What follows belongs to an exercise in optimizing a design on an open flow for small area, a short achievable clock period and few clock cycles; a production flow would make more cautious choices. Function was checked by simulation only, so behaviour that the tests miss may differ from the original. Power and IR drop assume default switching activity.

## the previous run
Design frame_rate_pacer, start of the top module:
module frame_rate_pacer (
   input  logic                            clock,
   input  logic                            reset,
   input  logic                            req_valid,
   output logic                            req_ready,
   input  logic [frp_pkg::TS_W-1:0]        req_timestamp_ms,
   input  logic                            req_in_foreground,
   input  logic                            req_mouse_look,
   output logic                            rsp_valid,
   input  logic                            rsp_ready,
   output logic [frp_pkg::SLEEP_W-1:0]     rsp_sleep_ms,
   output logic [frp_pkg::TS_W-1:0]        rsp_frame_time_ms,
   output logic [frp_pkg::FPS_W-1:0]       rsp_fps_x16,
   input  logic                            csr_we,
   input  logic [frp_pkg::CSR_INDEX_W-1:0] csr_index,
   input  logic [frp_pkg::CSR_DATA_W-1:0]  csr_wdata
);
Size: ~6,100 cells after synthesis, ~120 I/O pins, ~86,000 um^2 of cells after synthesis.
clock: 6.5 ns
lec_check: 0
cap_margin: 20
core_margin: 2
core_utilization: 60
cts_cluster_diameter: 80
cts_cluster_size: 28
place_density: 0.75
setup_slack_margin: 3.0
slew_margin: 20
tns_end_percent: 100
run.sh (not shown) runs the stock make flow with config.mk's settings and CLKGATE_MAP_FILE= SYNTH_SCRIPT=/design/flow/synth_recipe.tcl, a recipe that flattens the netlist after the stock synthesis.
Testbench counts of the previous run, summed over its fixed seeds: cycles 15,088.
Here is what was changed in the inputs of the current run compared with the previous run.
Settings: SETUP_SLACK_MARGIN now 2.9, was 3.0; PLACE_DENSITY no longer set, was 0.75.
Notes after the runs:
The current run reached the end of the flow, and the finished layout is clean on the timing, DRC and antenna checks.
Compare the current run and the previous run | number of buffers added by the clock tree synthesis step higher: the current run
The current run against the previous run: sequential fraction of total cell area +0.57 points, worst hold slack climbed 0.0055 ns, final cell count lower, routing usage on met3 decreased by 0.39 points relative to the old numbers.
The final reports for the current run and the previous run show data-path buffer share of cell area in the final layout lower in the former.
Total non-filler cell area in the finished layout in the current run is 910 um^2 lower than in the previous run

Setup of run 1:
Starting RTL as in the previous note.
Settings: LEC_CHECK=0, CAP_MARGIN=20, CORE_MARGIN=2, CORE_UTILIZATION=60, CTS_CLUSTER_DIAMETER=80, CTS_CLUSTER_SIZE=28, SETUP_SLACK_MARGIN=3.1, SLEW_MARGIN=20, TNS_END_PERCENT=100; clock period 6.5 ns.
Testbench counts of run 1, summed over its fixed seeds: cycles 15,088.
The following lists how run 2 was set up differently from run 1:
# run 1
export LEC_CHECK = 0
export CAP_MARGIN = 20
export CORE_MARGIN = 2
export CORE_UTILIZATION = 60
export CTS_CLUSTER_DIAMETER = 80
export CTS_CLUSTER_SIZE = 28
export SETUP_SLACK_MARGIN = 3.1
export SLEW_MARGIN = 20
export TNS_END_PERCENT = 100
create_clock -name core_clock -period 6.5 [get_ports {clock}]
# run 2
export LEC_CHECK = 0
export CAP_MARGIN = 20
export CORE_MARGIN = 2
export CORE_UTILIZATION = 70
export CTS_CLUSTER_DIAMETER = 80
export CTS_CLUSTER_SIZE = 28
export SETUP_SLACK_MARGIN = 3.2
export SLEW_MARGIN = 20
export TNS_END_PERCENT = 100
create_clock -name core_clock -period 6.5 [get_ports {clock}]
--- outcome ---
Run 2 completed end to end with timing, DRC and antenna clean.
Reported for run 1 and run 2, number of enable flip-flop cells after synthesis turned out identical to the last digit.
Run 2 vs run 1, sequential share of layout area went down by 0.19 points.
Compared with run 1, run 2 shows number of non-filler instances in the completed layout that has gone down by a few percent.
Setup slack: run 2 less than run 1
Relative to run 1, the met2 layer usage reported by global route of run 2 is higher by 8.2 points.
The run showing the greater fraction of area in multi-input gates is run 2.
Compared to run 1, the routing of run 2 uses more wire.
Diff run 1 -> run 2 | insertion delay to the later sink of the worst-skew pair | decrease of 0.04 ns
The estimated power of run 2 ends up lower than the estimate for run 1.
#### Input delta (run 3 over run 2)
# run 2
export LEC_CHECK = 0
export CAP_MARGIN = 20
export CORE_MARGIN = 2
export CORE_UTILIZATION = 70
export CTS_CLUSTER_DIAMETER = 80
export CTS_CLUSTER_SIZE = 28
export SETUP_SLACK_MARGIN = 3.2
export SLEW_MARGIN = 20
export TNS_END_PERCENT = 100
create_clock -name core_clock -period 6.5 [get_ports {clock}]
# run 3
export LEC_CHECK = 0
export CAP_MARGIN = 20
export CORE_MARGIN = 2
export CORE_UTILIZATION = 60
export CTS_CLUSTER_DIAMETER = 80
export CTS_CLUSTER_SIZE = 28
export SETUP_SLACK_MARGIN = 3.0
export SLEW_MARGIN = 20
export TNS_END_PERCENT = 100
create_clock -name core_clock -period 6.5 [get_ports {clock}]
[summary]
Run 3 | status: complete | timing, DRC, antenna: pass. Sort run 3 and run 2 by area of all placed cells without fillers, ascending, and run 3 comes first. Re post-CTS setup repair buffer count: run 2 was higher than run 3. Sequential share of layout area: run 3 vs run 2 up 0.72 points. From run 2 to run 3 the numbers moved as follows: count of placed standard cells including taps increased by 257 relative to the old numbers, via count shows a reduction of 5.2%, area of the core region went up 16%, total number of placement rows increased 10. Between run 3 and run 2, the difference in worst clock skew on the final layout is negligible.

re-timing with driven ports:
No port has a modelled driver above. Below, the same layouts with a new extraction and two added sets of constraints. Step 1, drivers: a clkbuf_16 drives clock and a buf_2 each remaining input, both assumed. Step 2 adds t to the input delays and takes it off the output delays; t is the mean of the earliest and latest rising clock arrival at the registers after step 1. Input paths then give back, and output paths get back, about the clock's delay inside the block. a / b / c = ideal / step 1 / step 2; a / b = the first two.
| run | t (ns) | slack for setup (ns) | latest minus earliest clock arrival (ns) | cell pins on the clock port's net |
|---|---|---|---|---|
| the previous run | 0.817 | 2.793 / 2.793 / 2.489 | 0.075 / 0.074 | 1 |
| the current run | 0.814 | 2.923 / 2.898 / 2.207 | 0.040 / 0.040 | 1 |
| run 1 | 0.820 | 2.881 / 2.881 / 2.430 | 0.044 / 0.044 | 1 |
| run 2 | 0.778 | 2.640 / 2.640 / 2.616 | 0.037 / 0.037 | 1 |
| run 3 | 0.818 | 2.945 / 2.945 / 2.301 | 0.043 / 0.043 | 1 |
After both steps every run listed still meets setup and hold. For the current run, which loses most, drivers alone change the setup slack by -0.025 ns; drivers and shift together by -0.716 ns.
